Source: an optimization exercise on an open RTL-to-GDS flow (aim: small area and a short achievable clock period). Production flows keep margins and buffers that such runs may drop. Only simulation tests tie the RTL to the original design; equivalence was not proved. Power figures rest on the tool's default switching activity, not on a simulated workload.

Setup of build 92:
==> flow/design.v <==
`timescale 1ns/1ps
module counter_table_top (
    input  logic        clock,
    input  logic        rst_n,
    input  logic        upd_valid,
    input  logic [7:0]  upd_key,
    input  logic [7:0]  upd_incr,
    input  logic        query_valid,
    input  logic [5:0]  query_entry,
    output logic        init_done,
    output logic        resp_valid,
    output logic [31:0] resp_data
);
    logic [511:0] tbl [4];
    logic clr;
    logic run;
    always_ff @(posedge clock) begin
        clr <= !rst_n;
    end
    assign init_done = !clr;
    assign run       = rst_n && !clr;    
    logic       a_v;
    logic [7:0] a_key, a_inc;
    logic [7:0] a_rq [4];
    logic       a_s1, a_s2;              
    logic [3:0] a_sq;                    
    logic       b_v;
    logic [7:0] b_key, b_nv;
    logic [7:0] c_nv;
    logic       h1, h2;
    assign h1 = a_v && (upd_key == a_key);    
    assign h2 = b_v && (upd_key == b_key);    
    always_ff @(posedge clock) begin
        if (!rst_n) begin
            a_v <= 1'b0;
        end else begin
            a_v <= upd_valid && !clr;
        end
        a_s1  <= h1;
        a_s2  <= !h1 && h2;
        for (int g = 0; g < 4; g++) begin
            a_sq[g] <= !h1 && !h2 && (upd_key[7:6] == g[1:0]);
        end
        a_key <= upd_key;
        a_inc <= upd_incr;
        for (int g = 0; g < 4; g++) begin
            a_rq[g] <= tbl[g][upd_key[5:0]*8 +: 8];
        end
    end
    logic [7:0] a_nv;
    always_comb begin
        a_nv = ({8{a_s1}} & (b_nv + a_inc))
             | ({8{a_s2}} & (c_nv + a_inc));
        for (int g = 0; g < 4; g++) begin
            a_nv = a_nv | ({8{a_sq[g]}} & (a_rq[g] + a_inc));    
        end
    end
    logic [7:0] b_ehi;    
    logic [7:0] b_elo;    
    logic [3:0] b_ln;     
    always_ff @(posedge clock) begin
        if (!rst_n) begin
            b_v  <= 1'b0;
            b_ln <= '0;
        end else begin
            b_v  <= a_v;
            for (int l = 0; l < 4; l++) begin
                b_ln[l] <= a_v && (a_key[1:0] == l[1:0]);
            end
        end
        for (int i = 0; i < 8; i++) begin
            b_ehi[i] <= (a_key[7:5] == i[2:0]);
            b_elo[i] <= (a_key[4:2] == i[2:0]);
        end
        b_key <= a_key;
        b_nv  <= a_nv;
        c_nv  <= b_nv;
    end
    logic [63:0] wr_entry;
    logic [3:0]  wr_lane;
    logic [7:0]  wr_data;
    always_comb begin
        for (int e = 0; e < 64; e++) begin
            wr_entry[e] = clr || (b_ehi[e / 8] && b_elo[e % 8]);
        end
        for (int l = 0; l < 4; l++) begin
            wr_lane[l] = clr || b_ln[l];
        end
        wr_data = clr ? 8'h00 : b_nv;
    end
    always_ff @(posedge clock) begin
        for (int c = 0; c < 256; c++) begin
            if (wr_entry[c / 4] && wr_lane[c % 4]) begin
                tbl[c / 64][(c % 64)*8 +: 8] <= wr_data;
            end
        end
    end
    logic        q_v;
    logic [1:0]  q_g;
    logic [31:0] q_d [4];
    logic        q_f2h, q_f1h;   
    logic [1:0]  q_f2l, q_f1l;
    logic [7:0]  q_f2d;
    logic [31:0] q_sel;
    always_ff @(posedge clock) begin
        if (!rst_n) begin
            q_v <= 1'b0;
            resp_valid <= 1'b0;
        end else begin
            q_v <= query_valid && !clr;
            resp_valid <= q_v;
        end
        q_g <= query_entry[5:4];
        for (int g = 0; g < 4; g++) begin
            q_d[g] <= tbl[g][query_entry[3:0]*32 +: 32];
        end
        q_f2h <= b_v && (b_key[7:2] == query_entry);
        q_f2l <= b_key[1:0];
        q_f2d <= b_nv;
        q_f1h <= a_v && (a_key[7:2] == query_entry);
        q_f1l <= a_key[1:0];
    end
    always_comb begin
        q_sel = q_d[q_g];
        for (int l = 0; l < 4; l++) begin
            if (q_f1h && (q_f1l == l[1:0])) begin
                q_sel[l*8 +: 8] = b_nv;            
            end else if (q_f2h && (q_f2l == l[1:0])) begin
                q_sel[l*8 +: 8] = q_f2d;           
            end
        end
    end
    always_ff @(posedge clock) begin
        resp_data <= q_sel;
    end
endmodule
make LEC_CHECK=0 ABC_CLOCK_PERIOD_IN_PS=2200 CAP_MARGIN=20 CORE_MARGIN=2 CORE_UTILIZATION=55 CTS_CLUSTER_DIAMETER=60 CTS_CLUSTER_SIZE=30 SETUP_SLACK_MARGIN=2.1 SLEW_MARGIN=20 finish   # period 4.5 ns
run.sh (not shown) runs the stock make flow with config.mk's settings and CLKGATE_MAP_FILE= SYNTH_SCRIPT=/design/flow/synth_recipe.tcl, a recipe that flattens the netlist after the stock synthesis.
--- input diff build 92..build 74 ---
Settings: CORE_UTILIZATION now 60, was 55; SETUP_SLACK_MARGIN now 2.25, was 2.1.
### Flow results
The flow did not stop early for build 74: all stages ran, and the layout cleared the timing, DRC and antenna checks.
Of the two candidates, build 92 has the worse clock power and build 74 the better one.
Diff build 74..build 92 | detailed-routing iteration count for the pre-antenna-repair pass | unchanged
Compare build 92 and build 74 | wire length lower: build 74
Compared with build 92, build 74 shows arrival time reported for the critical path endpoint lower by 0.22 ns.
Re largest voltage drop on the vdd net: build 92 and build 74 aren't equal, and the lower value belongs to build 92.
Compare build 92 and build 74 | clock latency at the later pin of the worst-skew pair lower: build 74
Compared with build 92, build 74 has extra setup slack.
Run comparison: build 74 termination of the worst setup path tbl[2][65]; build 92 termination of the worst setup path tbl[0][138]
The run showing the smaller global-route wire length before repair is build 74.
Build 74 reports a lower area of the core region than build 92 does.
Setup changes, build 74 to build 17
Settings: CTS_CLUSTER_SIZE: 30 -> 38; CTS_CLUSTER_DIAMETER: 60 -> 50.
Notes after the runs:
The final layouts of build 74 and build 17 pass the timing, DRC and antenna checks.
Compared to build 74, build 17 has wire length about 0.65% higher.
Diff build 74 -> build 17: via count has increased, length of routed met3 wiring increased by about 5% relative to the old numbers.
Setup slack in build 17 is larger than in build 74.
Build 17 vs build 74 — buffer count excluding the clock tree in the final layout rose 8.
Between build 74 and build 17, the flow reports number of clock buffers in the layout increasing by more than 10%.
The number of nets in the layout number comes out higher for build 17 vs build 74.

* * *

// counter_table_top: RTL as listed in full above, without the edits since
export LEC_CHECK = 0
export ABC_CLOCK_PERIOD_IN_PS = 2000
export CAP_MARGIN = 20
export CORE_MARGIN = 2
export CORE_UTILIZATION = 60
export CTS_CLUSTER_DIAMETER = 70
export CTS_CLUSTER_SIZE = 38
export SETUP_SLACK_MARGIN = 2.25
export SLEW_MARGIN = 20
create_clock -name core_clock -period 4.5 [get_ports {clock}]
The starting point finished with timing, DRC and antenna clean.
Edit:
Settings changed: ABC_CLOCK_PERIOD_IN_PS 2000 to 2200, CORE_UTILIZATION 60 to 65.
The new run ran to the end with no violations.
Global-route usage is higher by 3.0 points.
Via count went up by about 1.2%.
Fmax barely changes.
Core utilization came out higher by 5.3 points.
Sequential power is about the same.
Final cell count fell by about 2.4%.
Power barely changes.
Synthesized cell count stays the same.
Edit:
Settings changed: CORE_UTILIZATION 65 to 60, CTS_CLUSTER_DIAMETER 70 to 60, CTS_CLUSTER_SIZE 38 to 30, TNS_END_PERCENT set to 10.
After rerunning:
- The changed run ran to the end with no violations
- sequential share of layout area shrinks by 0.32 points
- non-clock buffer count is lower by 3
- wire length came out higher by 0.70%
- clock skew decreases by 0.0093 ns
- power came out higher by 2.8%

## afterwards: timing with drivers on the ports
The results above use ideal ports. As a check the final layouts listed here were re-extracted and re-timed, cells and wires unchanged. Step 1, drivers: a clkbuf_16 drives clock and a buf_2 each remaining input, both assumed. Step 2, shift: input delay + t, output delay - t, t = (earliest + latest rising clock arrival at the registers) / 2. This alone moves slack from input paths to output paths. a / b / c = ideal / step 1 / step 2; a / b = the first two.
| run | shift t [ns] | setup WS [ns] | worst setup path after step 2 | clock arrival spread, ns | cell pins on the clock port's net |
|---|---|---|---|---|---|
| build 92 | 0.972 | 1.991 / 1.881 / 0.908 | input to register | 0.049 / 0.049 | 1 |
| build 74 | 0.935 | 2.025 / 1.968 / 1.041 | input to register | 0.037 / 0.036 | 1 |
| build 17 | 0.951 | 2.031 / 1.950 / 1.057 | input to register | 0.036 / 0.036 | 1 |
| the first run of note 2 | 0.915 | 2.071 / 1.984 / 1.077 | input to register | 0.036 / 0.036 | 1 |
| the second run of note 2 | 0.901 | 2.073 / 2.013 / 1.112 | input to register | 0.056 / 0.056 | 1 |
| the third run of note 2 | 0.938 | 2.032 / 1.933 / 0.996 | input to register | 0.045 / 0.045 | 1 |
After both steps setup and hold are still met in every run listed. For build 92, which loses most, drivers alone change the setup slack by -0.110 ns; drivers and shift together by -1.083 ns.
